This is an optimization exercise on Yosys and OpenROAD, whose aim is small area, not a production implementation.
At most, simulation tests tie the RTL to the original design; equivalence was not proved.
The flow treats the clock pin as an ideal source, which a real chip does not have.
Power and IR drop assume default switching activity.

// edge_top
module edge_top (
    input  logic       clk,
    input  logic       reset,
    input  logic       i_byte_valid,
    input  logic [7:0] i_byte,
    output logic       o_out_valid,
    output logic [7:0] o_out_byte,
    output logic       o_frame_done
);
    logic [1:0] phase;    
    logic [6:0] pix;      
    logic [9:0] acc;      
    logic [7:0] prev;     
    wire ph_b = phase[1];
    wire ph_g = phase[0];
    wire bw   = i_byte_valid && ph_b;            
    function automatic logic [10:0] radd10(input logic [9:0] a, input logic [9:0] b, input logic ci);
        logic [10:0] r;
        logic c;
        c = ci;
        for (int i = 0; i < 10; i++) begin
            r[i] = a[i] ^ b[i] ^ c;
            c    = (a[i] & b[i]) | (a[i] & c) | (b[i] & c);
        end
        r[10] = c;
        radd10 = r;
    endfunction
    wire        ph_r  = !phase[1] && !phase[0];
    wire        take  = i_byte_valid;
    wire [9:0]  add_a = (take && ph_r) ? 10'd0 : acc;
    wire [9:0]  add_b = !take ? 10'd0 : ph_g ? {1'b0, i_byte, 1'b0} : {2'b00, i_byte};
    wire [10:0] sum_f = radd10(add_a, add_b, 1'b0);
    wire [9:0]  sum   = sum_f[9:0];
    wire [7:0] grey = sum[9:2];
    wire [10:0] d_f = radd10({2'b00, grey}, {2'b11, ~prev}, 1'b1);
    wire [8:0]  d   = d_f[8:0];
    wire       ge25  = d[7] | d[6] | d[5] | (d[4] & d[3] & (d[2] | d[1] | d[0]));
    wire       ge232 = d[7] & d[6] & d[5] & (d[4] | d[3]);
    wire       e     = d[8] ? !ge232 : ge25;
    logic [7:0] pix_c;
    logic [6:0] pix_inc;
    always_comb begin
        pix_c[0] = bw;
        for (int i = 0; i < 7; i++) begin
            pix_inc[i]  = pix[i] ^ pix_c[i];
            pix_c[i+1]  = pix[i] & pix_c[i];
        end
    end
    always_ff @(posedge clk) begin
        if (reset) begin
            phase <= 2'd0;
            pix   <= '0;
        end else begin
            if (i_byte_valid)
                phase <= {phase[0], !(phase[0] || phase[1])};
            pix <= pix_inc;
        end
    end
    always_ff @(posedge clk) begin
  ...
==> module edge_top, before the edit <==
module edge_top (
    input  logic       clk,
    input  logic       reset,
    input  logic       i_byte_valid,
    input  logic [7:0] i_byte,
    output logic       o_out_valid,
    output logic [7:0] o_out_byte,
    output logic       o_frame_done
);
    logic [1:0] phase;    
    logic [6:0] pix;      
    logic [9:0] acc;      
    logic [7:0] prev;     
    wire ph_b = phase[1];
    wire ph_g = phase[0];
    wire bw   = i_byte_valid && ph_b;            
    function automatic logic [10:0] radd10(input logic [9:0] a, input logic [9:0] b, input logic ci);
        logic [10:0] r;
        logic c;
        c = ci;
        for (int i = 0; i < 10; i++) begin
            r[i] = a[i] ^ b[i] ^ c;
            c    = (a[i] & b[i]) | (a[i] & c) | (b[i] & c);
        end
        r[10] = c;
        radd10 = r;
    endfunction
    wire        ph_r  = !phase[1] && !phase[0];
    wire        take  = i_byte_valid;
    wire [9:0]  add_a = (take && ph_r) ? 10'd0 : acc;
    wire [9:0]  add_b = !take ? 10'd0 : ph_g ? {1'b0, i_byte, 1'b0} : {2'b00, i_byte};
    wire [10:0] sum_f = radd10(add_a, add_b, 1'b0);
    wire [9:0]  sum   = sum_f[9:0];
    wire [7:0] grey = sum[9:2];
    wire [10:0] d_f = radd10({2'b00, grey}, {2'b11, ~prev}, 1'b1);
    wire [8:0]  d   = d_f[8:0];
    wire       ge25  = d[7] | d[6] | d[5] | (d[4] & d[3] & (d[2] | d[1] | d[0]));
    wire       ge232 = d[7] & d[6] & d[5] & (d[4] | d[3]);
    wire       e     = d[8] ? !ge232 : ge25;
    logic [7:0] pix_c;
    logic [6:0] pix_inc;
    always_comb begin
        pix_c[0] = bw;
        for (int i = 0; i < 7; i++) begin
            pix_inc[i]  = pix[i] ^ pix_c[i];
            pix_c[i+1]  = pix[i] & pix_c[i];
        end
    end
    always_ff @(posedge clk) begin
        if (reset) begin
            phase <= 2'd0;
            pix   <= '0;
        end else begin
            if (i_byte_valid)
                phase <= {phase[0], !(phase[0] || phase[1])};
            pix <= pix_inc;
        end
    end
    always_ff @(posedge clk) begin
        acc <= sum;
        if (bw)
            prev <= grey;
    end
    logic [7:0] rc;
    logic [7:0] out_sr;
    wire        rd     = rc[7];
    wire        active = (rc != 8'd1);
    wire        e0     = pix_c[7];           
    logic [8:0] rc_c;
    logic [7:0] rc_inc;
    always_comb begin
        rc_c[0] = active;
        for (int i = 0; i < 8; i++) begin
            rc_inc[i]  = rc[i] ^ rc_c[i];
            rc_c[i+1]  = rc[i] & rc_c[i];
        end
    end
    always_ff @(posedge clk) begin
        if (reset)
            rc <= 8'd1;
        else if (e0)
            rc <= 8'd124;
        else
            rc <= rc_inc;
    end
    assign o_frame_done = (rc == 8'd0);
    assign o_out_valid  = o_frame_done || (rc[7] && rc[2:0] == 3'd0 && rc[6:3] != 4'd0);
    assign o_out_byte   = out_sr;
    logic x1, x2;
    logic [4:0] s0a;
    logic [7:0] s0b;
    wire wv = bw && (pix[3:0] != 4'd0);
    wire rv = rd && (rc[3:0] != 4'd0);
    always_ff @(posedge clk) begin
        if (bw && pix == 7'd1)
            x1 <= e;
        if (bw && pix == 7'd2)
            x2 <= e;
    end
    wire w0a = bw && (pix[6:3] == 4'd0) && (pix[2] || (pix[1] && pix[0]));
    wire r0a = rd && (rc[6:3] == 4'd0) && (rc[2] || (rc[1] && rc[0]));
    wire w0b = bw && (pix[6:3] == 4'd1);
    wire r0b = rd && (rc[6:3] == 4'd1);
    always_ff @(posedge clk) begin
        if (w0a || r0a)
            s0a <= {e, s0a[4:1]};
        if (w0b || r0b)
            s0b <= {e, s0b[7:1]};
    end
    logic [7:0] lsb;
    assign lsb[0] = rc[3] ? s0b[0] :
                    (rc[2:0] == 3'd1) ? x1 : (rc[2:0] == 3'd2) ? x2 : s0a[0];
    genvar k;
    generate
        for (k = 1; k < 8; k++) begin : g_row
            logic [14:0] s;
            wire wk = wv && (pix[6:4] == k);
            wire rk = rv && (rc[6:4] == k);
            always_ff @(posedge clk) begin
                if (wk || rk)
                    s <= {e, s[14:1]};
            end
            assign lsb[k] = s[0];
        end
    endgenerate
    wire ser = (rc[3:0] != 4'd0) && lsb[rc[6:4]];
    always_ff @(posedge clk)
        out_sr <= {ser, out_sr[7:1]};
endmodule
export LEC_CHECK = 0
export CAP_MARGIN = 0
export CORE_MARGIN = 2
export CORE_UTILIZATION = 40
export SLEW_MARGIN = 0
create_clock -name core_clock -period 10.0 [get_ports {clk}]
standard.sh (not shown) runs the stock make flow with config.mk's settings and CLKGATE_MAP_FILE= SYNTH_SCRIPT=/design/flow/synth_recipe.tcl, a recipe that flattens the netlist after the stock synthesis.
==> flow/flow/run.sh <==
#!/bin/bash
# The standard ORFS layout (standard.sh) with these changes:
#  - synthesis is the standard flow's (synth_recipe.tcl, the same passes and register
#    mapping), but abc maps the logic with an area-oriented script
#    (flow/abc_area.script) through flow/synth.tcl;
#  - port buffers use the smallest buffer (buf_1);
#  - CTS builds its tree from clkbuf_4 (root clkbuf_8) and adds no dummy loads;
#  - after CTS, fixclk.tcl upsizes any clock buffer whose flip-flop clock pins
#    would see a slew over LIMIT_PS (placement parasitics), then legalises.
# Each tool's output goes to a log file of its own in this folder.
set -euo pipefail
export MY_ABC_SCRIPT="$PWD/flow/abc_area.script"
ARGS=(
  "SYNTH_SCRIPT=$PWD/flow/synth.tcl"
  "GPL_KEEP_OVERFLOW=0"
  "BUFFER_PORTS_ARGS=-buffer_cell sky130_fd_sc_hd__buf_1"
  "CTS_ARGS=-sink_clustering_enable -repair_clock_nets -dont_use_dummy_load -root_buf sky130_fd_sc_hd__clkbuf_8 -buf_list sky130_fd_sc_hd__clkbuf_4"
)
bash standard.sh "${ARGS[@]}" cts > make_cts.log 2>&1
R=orfs/results/sky130hd/edge_top/base
PLATFORM_DIR="$FLOW_HOME/platforms/sky130hd" ODB="$R/4_1_cts.odb" SDC="$R/4_cts.sdc" \
  LIMIT_PS=122 DRYRUN=0 openroad -no_init -exit flow/fixclk.tcl > fixclk.log 2>&1
bash standard.sh "${ARGS[@]}" finish > make_finish.log 2>&1
Other scripts of this flow, unchanged in this note and not shown: flow/flow/abc_area.script, flow/flow/fixclk.tcl, flow/flow/synth.tcl
Then changed:
--- a/flow/design.v
+++ b/flow/design.v
@@ -77,26 +77,26 @@
     always_ff @(posedge clk) begin
         if (reset) begin
             phase <= 2'd0;
             pix   <= '0;
         end else begin
             if (i_byte_valid)
-                phase <= {phase[0], !(phase[0] || phase[1])};
+                phase <= ph_b ? 2'd0 : phase + 2'd1;
             pix <= pix_inc;
         end
     end
     always_ff @(posedge clk) begin
         acc <= sum;
         if (bw)
             prev <= grey;
     end
     logic [7:0] rc;
     logic [7:0] out_sr;
     wire        rd     = rc[7];
     wire        active = (rc != 8'd1);
-    wire        e0     = pix_c[7];           
+    wire        e0     = bw && (pix == 7'd127);
     logic [8:0] rc_c;
     logic [7:0] rc_inc;
     always_comb begin
         rc_c[0] = active;
         for (int i = 0; i < 8; i++) begin
             rc_inc[i]  = rc[i] ^ rc_c[i];
- The changed run ran to the end with no violations
- worst hold slack gets better by 27 ps
- worst setup slack gets better by 600 ps
- wire length is lower by about 3%
- total power stays flat
- sequential power hardly moves
- die area barely changes
The RTL of the first run of this note was laid out without a check of its function.

-- re-timing with driven ports --
The flow's constraints put no driver on any port. The routed layouts listed below were extracted and timed again, unchanged, in two steps. Step 1: set_driving_cell puts a clkbuf_16 on clk and a buf_2 on each other input, an assumption about the parent block. Step 2, shift: input delay + t, output delay - t, t = (earliest + latest rising clock arrival at the registers) / 2. This alone moves slack from input paths to output paths. a / b / c = ideal ports / drivers / drivers and shift; a / b = the first two.
| run | shift t [ns] | slack for setup (ns) | worst setup path after step 2 | worst slew at a driven data input, ns |
|---|---|---|---|---|
| the first run | 0.439 | 1.363 / 1.377 / 0.938 | input to register | 0.05 |
| the second run | 0.442 | 1.964 / 1.974 / 1.532 | input to register | 0.03 |
After both steps every run listed still meets setup and hold. For the second run, which loses most, drivers alone change the setup slack by +0.010 ns; drivers and shift together by -0.432 ns.
